What follows belongs to an exercise in optimizing a design on an open flow for small area, a short achievable clock period and few clock cycles per item; a production flow would make more cautious choices. Where RTL was checked, it was by simulation tests only, not by an equivalence proof against the original.

Design swept_box_collision_response_unit, start of the top module:
module swept_box_collision_response_unit (
    input  wire         clk,
    input  wire         rst_n,
    input  wire         psel,
    input  wire         penable,
    input  wire         pwrite,
    input  wire  [2:0]  paddr,
    input  wire  [31:0] pwdata,
    output logic [31:0] prdata,
    output logic        pready,
    input  wire         in_valid,
    output logic        in_ready,
    input  wire  signed [23:0] own_left,
    input  wire  signed [23:0] own_top,
    input  wire  [22:0] own_width,
    input  wire  [22:0] own_height,
    input  wire  signed [23:0] own_speed_x,
    input  wire  signed [23:0] own_speed_y,
    input  wire  signed [23:0] other_left,
    input  wire  signed [23:0] other_top,
    input  wire  [22:0] other_width,
    input  wire  [22:0] other_height,
    input  wire  signed [23:0] other_speed_x,
    input  wire  signed [23:0] other_speed_y,
    output logic        out_valid,
    input  wire         out_ready,
    output logic signed [23:0] new_left,
    output logic signed [23:0] new_top,
    output logic        overlapped,
    output logic [3:0]  contact_flags
);
    logic [23:0] tick_reg;
    assign pready = 1'b1;
    always_ff @(posedge clk or negedge rst_n)
    begin
        if (!rst_n)
            tick_reg <= 24'd65536;
        else if (psel && penable && pwrite && !paddr[2])
            tick_reg <= pwdata[23:0];
    end
    assign prdata = paddr[2] ? 32'd0 : {8'd0, tick_reg};
    logic en;        
    logic sk_v;      
    assign en       = !sk_v;
    assign in_ready = en;
    logic        e1_cx_n, e1_cy_n, e1_hit_n;
    logic [22:0] e1_ux_n, e1_vx_n, e1_uy_n, e1_vy_n;
    logic [1:0]  e1_fx_n, e1_fy_n;
    logic signed [24:0] dvx_p, dvx_m, dvy_p, dvy_m;
    logic        hx, hy;
    sbc_axis u_ax (.ol(own_left), .ow(own_width), .xl(other_left), .xw(other_width),
                   .u(e1_ux_n), .v(e1_vx_n), .c(e1_cx_n), .h(hx), .f(e1_fx_n));
    sbc_axis u_ay (.ol(own_top), .ow(own_height), .xl(other_top), .xw(other_height),
                   .u(e1_uy_n), .v(e1_vy_n), .c(e1_cy_n), .h(hy), .f(e1_fy_n));
    always_comb
    begin
        dvx_p = 25'(own_speed_x) - 25'(other_speed_x);
        dvx_m = 25'(other_speed_x) - 25'(own_speed_x);
        dvy_p = 25'(own_speed_y) - 25'(other_speed_y);
  ...
Settings: LEC_CHECK=0, CAP_MARGIN=20, CORE_MARGIN=2, CORE_UTILIZATION=60, CTS_BUF_LIST=sky130_fd_sc_hd__clkbuf_8, CTS_CLUSTER_DIAMETER=80, CTS_CLUSTER_SIZE=14, SLEW_MARGIN=20; clock period 10.0 ns.
standard.sh (not shown) runs the stock make flow with config.mk's settings and CLKGATE_MAP_FILE= SYNTH_SCRIPT=/design/flow/synth_recipe.tcl, a recipe that flattens the netlist after the stock synthesis.
==> flow/flow/run.sh <==
#!/bin/bash
# Standard layout (the standard.sh: standard synthesis, ORFS flow, same
# config) with these ORFS settings added on make's command line:
#   SETUP_SLACK_MARGIN (flow/margin.txt): the slack, at the design's clock
#     period, that ORFS's repair_timing aims for;
#   flow/extra.txt: further make variables (sizing freedom, port buffer cell).
# All of make's output goes to standard_margin.log; ORFS keeps each step's
# own log under orfs/logs.
set -euo pipefail
MARGIN=$(cat flow/margin.txt)
EXTRA=$(cat flow/extra.txt)
sed -e "s|CLKGATE_MAP_FILE= |CLKGATE_MAP_FILE= SETUP_SLACK_MARGIN=${MARGIN} ${EXTRA} |" standard.sh > standard_margin.sh
bash standard_margin.sh > standard_margin.log 2>&1
==> flow/flow/extra.txt <==
'BUFFER_PORTS_ARGS=-buffer_cell sky130_fd_sc_hd__buf_4'
==> flow/flow/margin.txt <==
5.4
The baseline completed with no timing, DRC or antenna violations.
Testbench counts at the start, summed over its fixed seeds: cycles 9,728, items 9,600.
Next try:
--- a/flow/design.v
+++ b/flow/design.v
@@ -1259,30 +1259,29 @@
             tick_reg <= pwdata[23:0];
     end
     assign prdata = paddr[2] ? 32'd0 : {8'd0, tick_reg};
     logic en;        
     logic sk_v;      
     assign en       = !sk_v;
     assign in_ready = en;
-    logic        e1_cx_n, e1_cy_n, e1_hit_n;
+    logic        e1_cx_n, e1_cy_n;
     logic [22:0] e1_ux_n, e1_vx_n, e1_uy_n, e1_vy_n;
-    logic [1:0]  e1_fx_n, e1_fy_n;
+    logic        e1_lx_n, e1_ly_n;
     logic signed [24:0] dvx_p, dvx_m, dvy_p, dvy_m;
     logic        hx, hy;
     sbc_axis u_ax (.ol(own_left), .ow(own_width), .xl(other_left), .xw(other_width),
-                   .u(e1_ux_n), .v(e1_vx_n), .c(e1_cx_n), .h(hx), .f(e1_fx_n));
+                   .u(e1_ux_n), .v(e1_vx_n), .c(e1_cx_n), .h(hx), .le(e1_lx_n));
     sbc_axis u_ay (.ol(own_top), .ow(own_height), .xl(other_top), .xw(other_height),
-                   .u(e1_uy_n), .v(e1_vy_n), .c(e1_cy_n), .h(hy), .f(e1_fy_n));
+                   .u(e1_uy_n), .v(e1_vy_n), .c(e1_cy_n), .h(hy), .le(e1_ly_n));
     always_comb
     begin
         dvx_p = 25'(own_speed_x) - 25'(other_speed_x);
         dvx_m = 25'(other_speed_x) - 25'(own_speed_x);
         dvy_p = 25'(own_speed_y) - 25'(other_speed_y);
         dvy_m = 25'(other_speed_y) - 25'(own_speed_y);
-        e1_hit_n = hx && hy;
     end
     logic        e1_v;
     logic [22:0] e1_ux, e1_vx, e1_uy, e1_vy;
     logic        e1_cx, e1_cy;
     always_ff @(posedge clk or negedge rst_n)
     begin
         if (!rst_n)
@@ -1300,14 +1299,15 @@
     logic        ylt  [0:12];        
     logic        tlt  [0:12];        
     logic        mlt  [0:12];        
     logic [23:0] mq   [0:12];        
     logic        sgx  [0:12];
     logic        sgy  [0:12];
     logic        hit0;               
+    logic        e1_hx, e1_hy, e1_lx, e1_ly;
     logic [3:0]  fl   [0:12];        
     logic [23:0] ol   [0:12];
     logic [23:0] ot   [0:12];
     always_ff @(posedge clk)
     begin
         if (en)
         begin
@@ -1317,21 +1317,25 @@
             e1_vy  <= e1_vy_n;
             e1_cx  <= e1_cx_n;
             e1_cy  <= e1_cy_n;
             ax[0]  <= dvx_p[24] ? dvx_m[23:0] : dvx_p[23:0];
             ay[0]  <= dvy_p[24] ? dvy_m[23:0] : dvy_p[23:0];
             sgx[0] <= dvx_p[24];
             sgy[0] <= dvy_p[24];
-            hit0   <= e1_hit_n;
-            fl[0]  <= {e1_fx_n, e1_fy_n};
+            e1_hx  <= hx;
+            e1_hy  <= hy;
+            e1_lx  <= e1_lx_n;
+            e1_ly  <= e1_ly_n;
             ol[0]  <= own_left;
             ot[0]  <= own_top;
         end
     end
     assign dv_v[0] = e1_v;
+    assign hit0    = e1_hx && e1_hy;
+    assign fl[0]   = {!e1_lx && !e1_cx, e1_lx, !e1_ly && !e1_cy, e1_ly};
     assign rx[0]   = {1'b0, e1_cx ? e1_ux : e1_vx};
     assign ry[0]   = {1'b0, e1_cy ? e1_uy : e1_vy};
     assign xlt[0]  = 1'b0;
     assign ylt[0]  = 1'b0;
     assign tlt[0]  = 1'b0;
     assign mlt[0]  = 1'b0;
     assign mq[0]   = 24'd0;
@@ -1361,18 +1365,18 @@
                     stx1 <= stx_n;
                     sty1 <= sty_n;
                 end
             end
         end
         else if (s == 2)
         begin : g_second
-            assign rx_i  = stx1 ? ax[1] : rx[1];
-            assign ry_i  = sty1 ? ay[1] : ry[1];
-            assign qbx_n = bx;
-            assign qby_n = by;
+            assign rx_i  = rx[1];
+            assign ry_i  = ry[1];
+            assign qbx_n = bx | {2{stx1}};
+            assign qby_n = by | {2{sty1}};
         end
         else
         begin : g_rest
             assign rx_i  = rx[s-1];
             assign ry_i  = ry[s-1];
             assign qbx_n = bx;
             assign qby_n = by;
@@ -1399,16 +1403,16 @@
         end
         if (s < 12)
         begin : g_regs
             always_ff @(posedge clk)
             begin
                 if (en)
                 begin
-                    rx[s]  <= rx_n;
-                    ry[s]  <= ry_n;
+                    rx[s]  <= (s == 2 && stx1) ? ax[1] : rx_n;
+                    ry[s]  <= (s == 2 && sty1) ? ay[1] : ry_n;
                     qbx[s] <= qbx_n;
                     qby[s] <= qby_n;
                     xlt[s] <= s > 1 ? xlt_n : 1'b0;
                     ylt[s] <= s > 1 ? ylt_n : 1'b0;
                     tlt[s] <= s > 1 ? tlt_n : 1'b0;
                     mlt[s] <= s > 1 ? mlt_n : 1'b0;
                     mq[s]  <= s > 1 ? mq_n : 24'd0;
@@ -1563,15 +1567,15 @@
     input  wire  [22:0] ow,
     input  wire  [23:0] xl,
     input  wire  [22:0] xw,
     output logic [22:0] u,
     output logic [22:0] v,
     output logic        c,
     output logic        h,
-    output logic [1:0]  f
+    output logic        le
 );
     logic [26:0] eo, ew, ex, exw, nx, no, nxw, m1, m2, m3;
     logic [26:0] s1, c1, s2, c2, s3, c3, a1, a2, b1, b2, e;
     logic        dneg, dle;
     always_comb
     begin
         eo   = {{3{ol[23]}}, ol};
@@ -1597,15 +1601,15 @@
         b2   = s3 + {m3[25:0], 1'b0};
         dneg = $signed(ol) < $signed(xl);
         dle  = $signed(ol) <= $signed(xl);
         u    = dneg ? a1[22:0] : ow;
         v    = dneg ? xw : a2[22:0];
         c    = e[26];
         h    = (ow != 23'd0) && (xw != 23'd0) && !b1[26] && !b2[26];
-        f    = {!dle && !c, dle};
+        le   = dle;
     end
 endmodule
 module sbc_push (
     input  wire  [23:0] c,
     input  wire  [23:0] h,
     input  wire         ci,
     input  wire         sg,
Global-route usage came out lower by 0.77 points.
Non-clock buffer count goes down by 87.
Synthesized area rises by 0.43%.
Clock-buffer cell count fell by 2.
Hold slack improved by 41 ps.
Wire length shrinks by 1.8%.
Function not checked in the second run of this note: the RTL went through the layout flow alone.

[separate check: timing with driven ports]
Ports are ideal in the flow. The routed layouts listed here were re-timed in OpenROAD. Step 1 sets driving cells, clkbuf_16 on the clock port and buf_2 on the other inputs (assumed; they add their load-dependent delay and slew). Step 2 times the ports against the registers' clock, not the clock port: input delays grow and output delays shrink by t, the midpoint of the rising clock arrivals with the driver on. Slacks: ideal ports / drivers / drivers and shift; pairs: ideal ports / drivers.
| run | t (ns) | slack for setup (ns) | worst hold slack (ns) | clock arrival spread, ns | worst data-port slew with drivers (ns) |
|---|---|---|---|---|---|
| the first run | 1.268 | 5.429 / 5.429 / 4.246 | 0.346 / 0.346 / 0.346 | 0.174 / 0.173 | 0.16 |
| the second run | 1.248 | 5.320 / 5.320 / 4.307 | 0.388 / 0.388 / 0.388 | 0.096 / 0.095 | 0.09 |
After both steps setup and hold are still met in every run listed. For the first run, which loses most, drivers alone change the setup slack by 0.000 ns; drivers and shift together by -1.183 ns.
